Source: an optimization exercise on an open RTL-to-GDS flow (aim: small area and a short achievable clock period). Production flows keep margins and buffers that such runs may drop.
RTL that was checked went through simulation tests only; none was proved equivalent to the original.
Power and IR drop assume default switching activity.

Setup of lane 1:
==> flow/design.v (excerpt) <==
module fc_layer (
    input  logic        clk,
    input  logic        rstn,
    input  logic        r_valid,
    input  logic [31:0] in_data,
    output logic        t_valid,
    output logic [31:0] out_data
);
    logic [3:0] cnt;
    logic       w_first, w_second, w_weight, w_bias;
    assign w_first  = r_valid && (cnt == 4'd2 || cnt == 4'd4 || cnt == 4'd6 || cnt == 4'd8);
    assign w_second = r_valid && (cnt == 4'd3 || cnt == 4'd5 || cnt == 4'd7 || cnt == 4'd9);
    assign w_weight = w_first || w_second;
    assign w_bias   = r_valid && (cnt == 4'd10);
    logic       start0;   
    logic       fin0;     
    logic       sb0;      
    logic [1:0] nid0;     
    always_ff @(posedge clk or negedge rstn) begin
        if (!rstn) begin
            cnt <= '0;
            sb0 <= 1'b0;
        end else begin
            if (r_valid) cnt <= (cnt == 4'd10) ? 4'd0 : cnt + 4'd1;
            sb0 <= w_bias;
        end
    end
    always_ff @(posedge clk) begin
        start0 <= w_first;
        fin0   <= w_second && (cnt != 4'd9);
        nid0   <= cnt[2:1] - 2'd1;
    end
    logic [31:0] feat_p, feat_q;
    always_ff @(posedge clk) begin
        if (r_valid && (cnt == 4'd0 || cnt >= 4'd3))
            feat_p <= (cnt == 4'd0) ? in_data : (cnt == 4'd10) ? 32'h0100_0000 : feat_q;
        if (r_valid && (cnt == 4'd1 || (cnt >= 4'd3 && cnt <= 4'd9)))
            feat_q <= (cnt == 4'd1) ? in_data : feat_p;
    end
    logic [3:0] neg0, one0, two0, neg1, one1, two1, neg2, one2, two2, neg3, one3, two3;
    for (genvar k = 0; k < 4; k++) begin : g_enc
        logic [8:0] wx;
        logic [3:0] ng, on, tw;
        logic [3:0] ng_q, on_q, tw_q;
        assign wx = {in_data[8*k +: 8], 1'b0};
        for (genvar m = 0; m < 4; m++) begin : g_dig
            assign ng[m] = wx[2*m+2];
            assign on[m] = wx[2*m+1] ^ wx[2*m];
            assign tw[m] = (wx[2*m+2] & ~wx[2*m+1] & ~wx[2*m]) | (~wx[2*m+2] & wx[2*m+1] & wx[2*m]);
        end
        always_ff @(posedge clk) begin
            ng_q <= ng & {4{r_valid}};
            on_q <= on & {4{r_valid}};
            tw_q <= tw & {4{r_valid}};
        end
    end
    assign {neg0, one0, two0} = {g_enc[0].ng_q, g_enc[0].on_q, g_enc[0].tw_q};
    assign {neg1, one1, two1} = {g_enc[1].ng_q, g_enc[1].on_q, g_enc[1].tw_q};
    assign {neg2, one2, two2} = {g_enc[2].ng_q, g_enc[2].on_q, g_enc[2].tw_q};
  ...
For scale: roughly 68 I/O pins.
export LEC_CHECK = 0
export ABC_CLOCK_PERIOD_IN_PS = 2500
export CAP_MARGIN = 20
export CORE_MARGIN = 2
export CORE_UTILIZATION = 40
export CTS_CLUSTER_DIAMETER = 100
export CTS_CLUSTER_SIZE = 20
export SLEW_MARGIN = 20
create_clock -name core_clock -period 8.0 [get_ports {clk}]
standard.sh (not shown) runs the stock make flow with config.mk's settings and CLKGATE_MAP_FILE= SYNTH_SCRIPT=/design/flow/synth_recipe.tcl, a recipe that flattens the netlist after the stock synthesis.
==> flow/flow/run.sh <==
#!/bin/bash
# Standard layout, with strong buffers on the ports, sizing free to change a
# cell's footprint, and timing repair aiming 5.4 ns past the 8 ns clock. The
# make output goes to flow_make.log here; each ORFS step keeps its own log
# under orfs/logs.
set -euo pipefail
bash standard.sh \
    BUFFER_PORTS_ARGS="-buffer_cell sky130_fd_sc_hd__buf_4" \
    MATCH_CELL_FOOTPRINT=0 \
    SETUP_SLACK_MARGIN=5.4 \
    finish > flow_make.log 2>&1
Input changes introduced in lane 2 (baseline for comparison: lane 1):
diff --git a/flow/design.v b/flow/design.v
--- a/flow/design.v
+++ b/flow/design.v
@@ -26,22 +26,21 @@
             sb0 <= w_bias;
         end
     end
     always_ff @(posedge clk) begin
         start0 <= w_first;
         fin0   <= w_second && (cnt != 4'd9);
         nid0   <= cnt[2:1] - 2'd1;
     end
-    logic [31:0] feat_p, feat_q;
+    logic [31:0] feat_a, feat_b, feat_p;
     always_ff @(posedge clk) begin
-        if (r_valid && (cnt == 4'd0 || cnt >= 4'd3))
-            feat_p <= (cnt == 4'd0) ? in_data : (cnt == 4'd10) ? 32'h0100_0000 : feat_q;
-        if (r_valid && (cnt == 4'd1 || (cnt >= 4'd3 && cnt <= 4'd9)))
-            feat_q <= (cnt == 4'd1) ? in_data : feat_p;
+        if (r_valid && cnt == 4'd0) feat_a <= in_data;
+        if (r_valid && cnt == 4'd1) feat_b <= in_data;
+        feat_p <= (cnt == 4'd10) ? 32'h0100_0000 : cnt[0] ? feat_b : feat_a;
     end
     logic [3:0] neg0, one0, two0, neg1, one1, two1, neg2, one2, two2, neg3, one3, two3;
     for (genvar k = 0; k < 4; k++) begin : g_enc
         logic [8:0] wx;
         logic [3:0] ng, on, tw;
         logic [3:0] ng_q, on_q, tw_q;
         assign wx = {in_data[8*k +: 8], 1'b0};
         for (genvar m = 0; m < 4; m++) begin : g_dig
Notes after the runs:
Lane 2 reached the final stage; the timing, design-rule and antenna checks on its layout passed.
Going from lane 1 to lane 2, multiplexer share of the synthesized area lost 1.7 points, pin count of the biggest net entering global routing lost about 30%.
Lower register share of total power among lane 1 and lane 2: lane 1
Lane 2 ended up with a lower layout overhead on the synthesized area than lane 1 did.
Going from lane 1 to lane 2, number of global-route vias before repair grew by a few percent.
Lane 2 has number of rows created at floorplan above what lane 1 had.
Re total power of the final layout: lane 2 is 2.9% down on lane 1.
The post-synthesis adder-cell area fraction in lane 2 sits 0.29 points below the value recorded for lane 1.
Lane 2 vs lane 1 — clock insertion delay at the later pin of the skew report rose 20 ps.
Only the layout flow was run in lane 1; the RTL was not checked for function there.

* * *

Setup of v6:
Another version of the RTL of fc_layer (not shown whole).
Size in the first run: ~2000 cells after synthesis, ~400 flip-flops.
clock: 8.0 ns
lec_check: 0
cap_margin: 20
core_margin: 2
core_utilization: 65
cts_cluster_diameter: 100
cts_cluster_size: 20
slew_margin: 20
Scripts as last shown in full above: flow/flow/run.sh
#### Input delta (v7 over v6)
--- a/flow/design.v
+++ b/flow/design.v
@@ -28,17 +28,18 @@
     end
     always_ff @(posedge clk) begin
         start0 <= w_first;
         fin0   <= w_second && (cnt != 4'd9);
         nid0   <= cnt[2:1] - 2'd1;
     end
-    logic [31:0] feat_a, feat_b, feat_p;
+    logic [31:0] feat_p, feat_q;
     always_ff @(posedge clk) begin
-        if (r_valid && cnt == 4'd0) feat_a <= in_data;
-        if (r_valid && cnt == 4'd1) feat_b <= in_data;
-        feat_p <= (cnt == 4'd10) ? 32'h0100_0000 : cnt[0] ? feat_b : feat_a;
+        if (r_valid && (cnt == 4'd0 || cnt >= 4'd3))
+            feat_p <= (cnt == 4'd0) ? in_data : (cnt == 4'd10) ? 32'h0100_0000 : feat_q;
+        if (r_valid && (cnt == 4'd1 || (cnt >= 4'd3 && cnt <= 4'd9)))
+            feat_q <= (cnt == 4'd1) ? in_data : feat_p;
     end
     logic [3:0] neg0, one0, two0, neg1, one1, two1, neg2, one2, two2, neg3, one3, two3;
     for (genvar k = 0; k < 4; k++) begin : g_enc
         logic [8:0] wx;
         logic [3:0] ng, on, tw;
         logic [3:0] ng_q, on_q, tw_q;
@@ -888,27 +889,25 @@
     wire s719 = x718 ^ acc_ck[18];
     wire s720 = s719 ^ c714;
     always_ff @(posedge clk) begin
         acc_s <= {c717, c711, c700, c682, c664, c646, c628, c610, c592, c574, c556, c538, c520, c502, c484, c467, c452, s448, s436};
         acc_c <= {s720, s716, s710, s699, s681, s663, s645, s627, s609, s591, s573, s555, s537, s519, s501, s483, s466, s451, s439};
     end
-    logic       fin1, sb1, fin2, sb2, sb3;
+    logic       fin1, sb1, fin2, sb2;
     logic [1:0] nid1, nid2;
     always_ff @(posedge clk or negedge rstn) begin
         if (!rstn) begin
             sb1     <= 1'b0;
             sb2     <= 1'b0;
-            sb3     <= 1'b0;
         end else begin
             sb1     <= sb0;
             sb2     <= sb1;
-            sb3     <= sb2;
         end
     end
     always_ff @(posedge clk) begin
-        t_valid <= sb3;
+        t_valid <= sb2;
         keep1 <= !start0;
         fin1  <= fin0;
         nid1  <= nid0;
         fin2  <= fin1;
         nid2  <= nid1;
     end
@@ -945,15 +944,13 @@
             if (sb0) begin
                 bias_co[j]  <= lo_sum[8];
                 bias_neg[j] <= bias_b[j][7];
             end
         end
     end
-    logic signed [10:0] tot_hq;
-    always_ff @(posedge clk) tot_hq <= tot_hi;
     always_ff @(posedge clk) begin
         for (int j = 0; j < 3; j++)
             out_data[31-8*j -: 8] <= bias_co[j] ? (bias_neg[j] ? cand_eq[j] : cand_up[j])
                                                 : (bias_neg[j] ? cand_dn[j] : cand_eq[j]);
-        out_data[7:0] <= (tot_hq > 11'sd127) ? 8'h7f : (tot_hq < -11'sd128) ? 8'h80 : tot_hq[7:0];
+        out_data[7:0] <= (tot_hi > 11'sd127) ? 8'h7f : (tot_hi < -11'sd128) ? 8'h80 : tot_hi[7:0];
     end
 endmodule
--- outcome ---
- | clock period minus final worst setup slack | lower: v6 |
- Relative to v6, synthesized-area fraction occupied by xor and xnor cells increased by 0.85 points in v7.
- v7 consumes more power than v6 does.
- The run showing the greater simple logic cell fraction of the synthesized area is v6.
- Between v6 and v7, final non-filler cell area is higher for v6, v7 comes in under that.
- v7 vs v6: proportion of final cell area spent on non-clock buffers up in v7
- Measured against v6, the number of clock sinks of v7 comes out at 0.891 times the reference value.
- register to register as the classification of the worst setup path was reported by v7, and register to output port by v6.
- [v7 vs v6] signed area change from the synthesized netlist to the final layout: higher in v7
- Looking at overall track demand over capacity in global routing across v6 and v7, the one that comes out higher is v7.
- On minimum setup slack in the final design: v7 sits below v6.
- v7 vs. v6: fraction of final layout cells with drive strength greater than 1 has increased, number of cells in the design after placement has decreased.
Function was not checked in any run of this note: the RTL went through the layout flow alone.

* * *

== before ==
fc_layer, a different RTL version from the one above (not shown whole).
Size: roughly 68 I/O pins, ~21000 um2 of cells after synthesis.
export LEC_CHECK = 0
export ABC_CLOCK_PERIOD_IN_PS = 2500
export CAP_MARGIN = 20
export CORE_MARGIN = 2
export CORE_UTILIZATION = 40
export CTS_CLUSTER_DIAMETER = 100
export CTS_CLUSTER_SIZE = 20
export SLEW_MARGIN = 20
create_clock -name core_clock -period 8.0 [get_ports {clk}]
Scripts as last shown in full above: flow/flow/run.sh
Input changes introduced in after (baseline for comparison: before):
--- a/flow/design.v
+++ b/flow/design.v
@@ -22,29 +22,30 @@
             cnt <= '0;
             sb0 <= 1'b0;
         end else begin
             if (r_valid) cnt <= (cnt == 4'd10) ? 4'd0 : cnt + 4'd1;
             sb0 <= w_bias;
         end
     end
     always_ff @(posedge clk) begin
         start0 <= w_first;
         fin0   <= w_second && (cnt != 4'd9);
         nid0   <= cnt[2:1] - 2'd1;
     end
-    logic [31:0] feat_a, feat_b, feat_p;
+    logic [31:0] feat_p, feat_q;
     always_ff @(posedge clk) begin
-        if (r_valid && cnt == 4'd0) feat_a <= in_data;
-        if (r_valid && cnt == 4'd1) feat_b <= in_data;
-        feat_p <= (cnt == 4'd10) ? 32'h0100_0000 : cnt[0] ? feat_b : feat_a;
+        if (r_valid && (cnt == 4'd0 || cnt >= 4'd3))
+            feat_p <= (cnt == 4'd0) ? in_data : (cnt == 4'd10) ? 32'h0100_0000 : feat_q;
+        if (r_valid && (cnt == 4'd1 || (cnt >= 4'd3 && cnt <= 4'd9)))
+            feat_q <= (cnt == 4'd1) ? in_data : feat_p;
     end
     logic [3:0] neg0, one0, two0, neg1, one1, two1, neg2, one2, two2, neg3, one3, two3;
     for (genvar k = 0; k < 4; k++) begin : g_enc
         logic [8:0] wx;
         logic [3:0] ng, on, tw;
         logic [3:0] ng_q, on_q, tw_q;
         assign wx = {in_data[8*k +: 8], 1'b0};
         for (genvar m = 0; m < 4; m++) begin : g_dig
             assign ng[m] = wx[2*m+2];
             assign on[m] = wx[2*m+1] ^ wx[2*m];
             assign tw[m] = (wx[2*m+2] & ~wx[2*m+1] & ~wx[2*m]) | (~wx[2*m+2] & wx[2*m+1] & wx[2*m]);
         end
Findings:
Detailed route, after vs before: via total lower for after
Number of global-route vias before repair (after vs. before) decreases slightly
Comparing before and after, the higher post-place setup slack was measured on after.
Re sequential share of layout area: after is 2.2 points down on before.
[compare] base=before new=after: count of clock-buffer cells in the layout fell 10%; worst clock skew on the final layout was more or less identical; final worst slack went up 0.014 ns.
The delay of the slowest cell on the worst path on before is in line with that on after.
On after: count of plain and timing-repair buffers in the layout is 27 higher than what before gave.
after: number of cells in the finished layout apart from fillers lower than before
Function was not checked in any run of this note: the RTL went through the layout flow alone.

==> port drivers added, routing unchanged <==
The flow's constraints put no driver on any port. The routed layouts listed below were extracted and timed again, unchanged, in two steps. Step 1 assumes that a clkbuf_16 drives the clock port and a buf_2 every other input. Step 2 also shifts input and output timing later by t, the mid clock arrival at the registers, as if the neighbouring blocks saw the same clock. Slacks: no drivers / after step 1 / after step 2; pairs: no drivers / after step 1.
run	t, ns	setup WS [ns]	latest minus earliest clock arrival (ns)
lane 1	0.607	5.371 / 5.332 / 5.075	0.028 / 0.029
lane 2	0.631	5.369 / 5.312 / 4.886	0.043 / 0.043
v6	0.605	5.399 / 5.342 / 4.942	0.025 / 0.025
v7	0.592	5.344 / 5.344 / 5.084	0.024 / 0.024
before	0.635	5.313 / 5.255 / 4.894	0.041 / 0.041
after	0.617	5.327 / 5.269 / 5.106	0.046 / 0.047
After both steps setup and hold are still met in every run listed. For lane 2, which loses most, drivers alone change the setup slack by -0.057 ns; drivers and shift together by -0.483 ns.
